From an optimization exercise on the open Yosys and OpenROAD flow, aimed at small area, a short achievable clock period and few clock cycles per item; shortcuts taken in it are not production practice.
Only simulation tests tie the RTL to the original design; equivalence was not proved.

Design priority_tune_note_sequencer_unit, start of the top module:
module priority_tune_note_sequencer_unit #(
    parameter int TUNE_DEPTH = ptns_pkg::TUNE_DEPTH_DEFAULT
) (
    input  wire logic        clk,
    input  wire logic        rst_n,
    input  wire logic        req_valid,
    output logic             req_ready,
    input  wire logic [1:0]  req_command,
    input  wire logic [7:0]  req_word_address,
    input  wire logic [31:0] req_note_word,
    input  wire logic [7:0]  req_tune_start,
    input  wire logic [7:0]  req_request_priority,
    output logic             rsp_valid,
    input  wire logic        rsp_ready,
    output logic             rsp_timer_enable,
    output logic [15:0]      rsp_period,
    output logic [15:0]      rsp_compare,
    output logic             rsp_counter_restart,
    output logic             rsp_pin_forced_low,
    output logic             rsp_note_active,
    output logic [7:0]       rsp_current_priority,
    output logic [7:0]       rsp_note_index,
    input  wire logic        cfg_valid,
    output logic             cfg_ready,
    input  wire logic        cfg_index,
    input  wire logic [15:0] cfg_data
);
Size: roughly 7500 cells after synthesis, ~2500 flip-flops, ~140 I/O pins.
make LEC_CHECK=0 ABC_AREA=1 CAP_MARGIN=20 CORE_MARGIN=2 CORE_UTILIZATION=40 CTS_CLUSTER_DIAMETER=80 CTS_CLUSTER_SIZE=24 SETUP_SLACK_MARGIN=3.5 SLEW_MARGIN=20 finish   # period 6.0 ns
run.sh (not shown) runs the stock make flow with config.mk's settings and CLKGATE_MAP_FILE= SYNTH_SCRIPT=/design/flow/synth_recipe.tcl, a recipe that flattens the netlist after the stock synthesis.
The baseline passed the timing, design-rule and antenna checks.
Testbench counts at the start, summed over its fixed seeds: cycles 6,326, items 6,112.
Then changed:
--- a/flow/design.v
+++ b/flow/design.v
@@ -247,21 +247,21 @@
     output logic [7:0]       rsp_note_index,
     input  wire logic        cfg_valid,
     output logic             cfg_ready,
     input  wire logic        cfg_index,
     input  wire logic [15:0] cfg_data
 );
-    localparam int DLY = 4;
+    localparam int DLY = 5;
     localparam logic [1:0] C_LOAD = 2'd0;
     localparam logic [1:0] C_PLAY = 2'd1;
     localparam logic [1:0] C_TICK = 2'd2;
     localparam logic [1:0] A_NONE   = 2'd0;    
     localparam logic [1:0] A_HALT   = 2'd1;    
     localparam logic [1:0] A_PAUSE  = 2'd2;    
     localparam logic [1:0] A_NORMAL = 2'd3;    
-    localparam int RW = 20;
+    localparam int RW = 12;
     logic [1:0]  volume_q;
     logic [15:0] pause_q;
     always_ff @(posedge clk or negedge rst_n)
     begin
         if (!rst_n)
         begin
@@ -371,13 +371,12 @@
             r2_ts   <= r1_a;
             r2_prio <= r1_d[7:0];
             r2_w    <= rd_data;
         end
     end
     logic [7:0]  prio_q;
-    logic [7:0]  index_q;
     logic        active_q;   
     logic [16:0] left_q;     
     logic        end_q;      
     logic [15:0] tone;
     logic [15:0] wlen;
     logic        is_play;
@@ -395,29 +394,26 @@
     assign is_play    = (r2_cmd == C_PLAY);
     assign is_tick    = (r2_cmd == C_TICK);
     assign note       = (is_play && (r2_prio >= prio_q)) || (is_tick && end_q);
     assign tone_zero  = (tone == '0);
     assign tone_pause = (tone == pause_q);
     assign normal     = note && !tone_zero && !tone_pause;
-    assign hz         = r2_v && normal && !div_hit && need_div;
+    assign hz         = r2_v && note && need_div;
     assign fs         = bs || hz;
     assign fire       = r2_v && !fs;
     logic [RW-1:0] rec;
     logic [1:0]    rec_action;
     logic          rec_active;
     logic [7:0]    rec_prio;
-    logic [7:0]    rec_index;
     always_comb
     begin
         rec_action = A_NONE;
         rec_active = active_q;
         rec_prio   = prio_q;
-        rec_index  = index_q;
         if (note)
         begin
-            rec_index  = is_play ? 8'd1 : index_q + 8'd1;
             rec_prio   = (wlen == '0) ? 8'd0 : (is_play ? r2_prio : prio_q);
             rec_active = !tone_zero && (wlen != '0);
             if (tone_zero || (is_tick && tone_pause))
             begin
                 rec_action = A_HALT;
             end
@@ -428,26 +424,24 @@
             else
             begin
                 rec_action = A_NORMAL;
             end
         end
     end
-    assign rec = {rec_action, is_tick, rec_active, rec_prio, rec_index};
+    assign rec = {rec_action, is_tick, rec_active, rec_prio};
     always_ff @(posedge clk or negedge rst_n)
     begin
         if (!rst_n)
         begin
             prio_q   <= '0;
-            index_q  <= '0;
             active_q <= 1'b0;
             end_q    <= 1'b0;
         end
         else if (fire)
         begin
             prio_q   <= rec_prio;
-            index_q  <= rec_index;
             active_q <= rec_active;
             if (note)
             begin
                 end_q <= 1'b0;
             end
             else if (is_tick && active_q)
@@ -571,31 +565,36 @@
     logic [7:0]    o_prio;
     logic [7:0]    o_index;
     logic [15:0]   o_period;
     logic [15:0]   o_compare;
     logic          o_load;
     assign head          = d_rec[DLY*RW-1 -: RW];
-    assign head_action   = head[19:18];
+    assign head_action   = head[11:10];
     assign head_v        = d_v[DLY-1];
     assign bs            = (o_v && !rsp_ready) || (d_normal[DLY-1] && !qh_v);
     assign o_load        = !bs && head_v;
     assign o_take_normal = !bs && d_normal[DLY-1];
     always_ff @(posedge clk or negedge rst_n)
     begin
         if (!rst_n)
         begin
             o_v       <= 1'b0;
             o_running <= 1'b0;
+            o_index   <= '0;
             o_period  <= 16'd999;
             o_compare <= 16'd500;
         end
         else
         begin
             o_v <= bs ? (o_v && !rsp_ready) : head_v;
             if (o_load)
             begin
+                if (head_action != A_NONE)
+                begin
+                    o_index <= head[9] ? o_index + 8'd1 : 8'd1;
+                end
                 case (head_action)
                     A_HALT:
                     begin
                         o_running <= 1'b0;
                         o_period  <= 16'd5000;
                         o_compare <= 16'd5001;
@@ -623,16 +622,15 @@
     end
     always_ff @(posedge clk)
     begin
         if (o_load)
         begin
             o_restart <= (head_action == A_HALT) || (head_action == A_NORMAL);
-            o_stop    <= (head_action == A_HALT) || ((head_action == A_NORMAL) && head[17]);
-            o_active  <= head[16];
-            o_prio    <= head[15:8];
-            o_index   <= head[7:0];
+            o_stop    <= (head_action == A_HALT) || ((head_action == A_NORMAL) && head[9]);
+            o_active  <= head[8];
+            o_prio    <= head[7:0];
         end
     end
     assign rsp_valid            = o_v;
     assign rsp_timer_enable     = o_running;
     assign rsp_period           = o_period;
     assign rsp_compare          = o_compare;
Cell area is lower by 2.6%. Register-to-register slack degrades by 0.12 ns. Cell count drops by 1.6%. Worst setup slack gets worse by 0.12 ns. Area after synthesis fell by 1.3%. Die area drops by 1.3%. Hold slack got worse by 0.021 ns. Sequential cell count shrinks by 26.
Testbench counts after the change, summed over its fixed seeds: cycles 6,300, items 6,112.


Another version of the RTL of priority_tune_note_sequencer_unit (not shown whole).
For scale: ~7300 cells after synthesis, ~2500 flip-flops, ~140 I/O pins, roughly 97000 sq um of cells after synthesis.
Settings: LEC_CHECK=0, ABC_AREA=1, CAP_MARGIN=20, CORE_MARGIN=2, CORE_UTILIZATION=40, CTS_CLUSTER_DIAMETER=80, CTS_CLUSTER_SIZE=24, SETUP_SLACK_MARGIN=3.5, SLEW_MARGIN=20; clock period 6.0 ns.
Testbench counts at the start, summed over its fixed seeds: cycles 6,297, items 6,112.
Change:
--- a/flow/design.v
+++ b/flow/design.v
@@ -255,13 +255,13 @@
     localparam logic [1:0] C_PLAY = 2'd1;
     localparam logic [1:0] C_TICK = 2'd2;
     localparam logic [1:0] A_NONE   = 2'd0;    
     localparam logic [1:0] A_HALT   = 2'd1;    
     localparam logic [1:0] A_PAUSE  = 2'd2;    
     localparam logic [1:0] A_NORMAL = 2'd3;    
-    localparam int RW = 12;
+    localparam int RW = 20;
     logic [1:0]  volume_q;
     logic [15:0] pause_q;
     always_ff @(posedge clk or negedge rst_n)
     begin
         if (!rst_n)
         begin
@@ -371,12 +371,13 @@
             r2_ts   <= r1_a;
             r2_prio <= r1_d[7:0];
             r2_w    <= rd_data;
         end
     end
     logic [7:0]  prio_q;
+    logic [7:0]  index_q;
     logic        active_q;   
     logic [16:0] left_q;     
     logic        end_q;      
     logic [15:0] tone;
     logic [15:0] wlen;
     logic        is_play;
@@ -394,26 +395,29 @@
     assign is_play    = (r2_cmd == C_PLAY);
     assign is_tick    = (r2_cmd == C_TICK);
     assign note       = (is_play && (r2_prio >= prio_q)) || (is_tick && end_q);
     assign tone_zero  = (tone == '0);
     assign tone_pause = (tone == pause_q);
     assign normal     = note && !tone_zero && !tone_pause;
-    assign hz         = r2_v && normal && !div_hit && need_div;
+    assign hz         = r2_v && note && need_div;
     assign fs         = bs || hz;
     assign fire       = r2_v && !fs;
     logic [RW-1:0] rec;
     logic [1:0]    rec_action;
     logic          rec_active;
     logic [7:0]    rec_prio;
+    logic [7:0]    rec_index;
     always_comb
     begin
         rec_action = A_NONE;
         rec_active = active_q;
         rec_prio   = prio_q;
+        rec_index  = index_q;
         if (note)
         begin
+            rec_index  = is_play ? 8'd1 : index_q + 8'd1;
             rec_prio   = (wlen == '0) ? 8'd0 : (is_play ? r2_prio : prio_q);
             rec_active = !tone_zero && (wlen != '0);
             if (tone_zero || (is_tick && tone_pause))
             begin
                 rec_action = A_HALT;
             end
@@ -424,24 +428,26 @@
             else
             begin
                 rec_action = A_NORMAL;
             end
         end
     end
-    assign rec = {rec_action, is_tick, rec_active, rec_prio};
+    assign rec = {rec_action, is_tick, rec_active, rec_prio, rec_index};
     always_ff @(posedge clk or negedge rst_n)
     begin
         if (!rst_n)
         begin
             prio_q   <= '0;
+            index_q  <= '0;
             active_q <= 1'b0;
             end_q    <= 1'b0;
         end
         else if (fire)
         begin
             prio_q   <= rec_prio;
+            index_q  <= rec_index;
             active_q <= rec_active;
             if (note)
             begin
                 end_q <= 1'b0;
             end
             else if (is_tick && active_q)
@@ -565,36 +571,31 @@
     logic [7:0]    o_prio;
     logic [7:0]    o_index;
     logic [15:0]   o_period;
     logic [15:0]   o_compare;
     logic          o_load;
     assign head          = d_rec[DLY*RW-1 -: RW];
-    assign head_action   = head[11:10];
+    assign head_action   = head[19:18];
     assign head_v        = d_v[DLY-1];
     assign bs            = (o_v && !rsp_ready) || (d_normal[DLY-1] && !qh_v);
     assign o_load        = !bs && head_v;
     assign o_take_normal = !bs && d_normal[DLY-1];
     always_ff @(posedge clk or negedge rst_n)
     begin
         if (!rst_n)
         begin
             o_v       <= 1'b0;
             o_running <= 1'b0;
-            o_index   <= '0;
             o_period  <= 16'd999;
             o_compare <= 16'd500;
         end
         else
         begin
             o_v <= bs ? (o_v && !rsp_ready) : head_v;
             if (o_load)
             begin
-                if (head_action != A_NONE)
-                begin
-                    o_index <= head[9] ? o_index + 8'd1 : 8'd1;
-                end
                 case (head_action)
                     A_HALT:
                     begin
                         o_running <= 1'b0;
                         o_period  <= 16'd5000;
                         o_compare <= 16'd5001;
@@ -622,15 +623,16 @@
     end
     always_ff @(posedge clk)
     begin
         if (o_load)
         begin
             o_restart <= (head_action == A_HALT) || (head_action == A_NORMAL);
-            o_stop    <= (head_action == A_HALT) || ((head_action == A_NORMAL) && head[9]);
-            o_active  <= head[8];
-            o_prio    <= head[7:0];
+            o_stop    <= (head_action == A_HALT) || ((head_action == A_NORMAL) && head[17]);
+            o_active  <= head[16];
+            o_prio    <= head[15:8];
+            o_index   <= head[7:0];
         end
     end
     assign rsp_valid            = o_v;
     assign rsp_timer_enable     = o_running;
     assign rsp_period           = o_period;
     assign rsp_compare          = o_compare;
- The new run ran to the end with no violations
- utilization falls by 1.0 points
- worst hold slack improved by 10 ps
- global-route usage rises by 0.81 points
- routed wire length rises by 4.2%
- final area hardly moves
- worst setup slack improved by 43 ps
- sequential cell count rises by 48
- final cell count rises by 1.4%
- first-iteration DRC count rises by about 17%
- non-clock buffer count falls by 129
- fmax rises by 1.5%
Testbench counts after the change, summed over its fixed seeds: cycles 6,300, items 6,112.

-- re-timing with driven ports --
The flow's constraints put no driver on any port. The routed layouts listed below were extracted and timed again, unchanged, in two steps.
Step 1, drivers: a clkbuf_16 drives clk and a buf_2 each remaining input, both assumed.
Step 2 moves the port delays by t, midway between the first and last clock arrival at a register: inputs arrive t later, outputs are due t later. That takes back most of the time a late clock gives input paths.
a / b / c = ideal ports / drivers / drivers and shift; a / b = the first two.
run	t, ns	setup WS [ns]	latest minus earliest clock arrival (ns)
the first run of note 1	0.927	3.148 / 3.098 / 2.759	0.062 / 0.062
the second run of note 1	0.914	3.027 / 3.027 / 2.631	0.066 / 0.066
the first run of note 2	0.918	3.161 / 3.124 / 2.518	0.082 / 0.082
the second run of note 2	0.901	3.205 / 3.115 / 2.824	0.056 / 0.056
After both steps setup and hold are still met in every run listed. The setup slack of the first run of note 2, which loses most, moves by -0.037 ns with the drivers and by -0.643 ns with both steps.
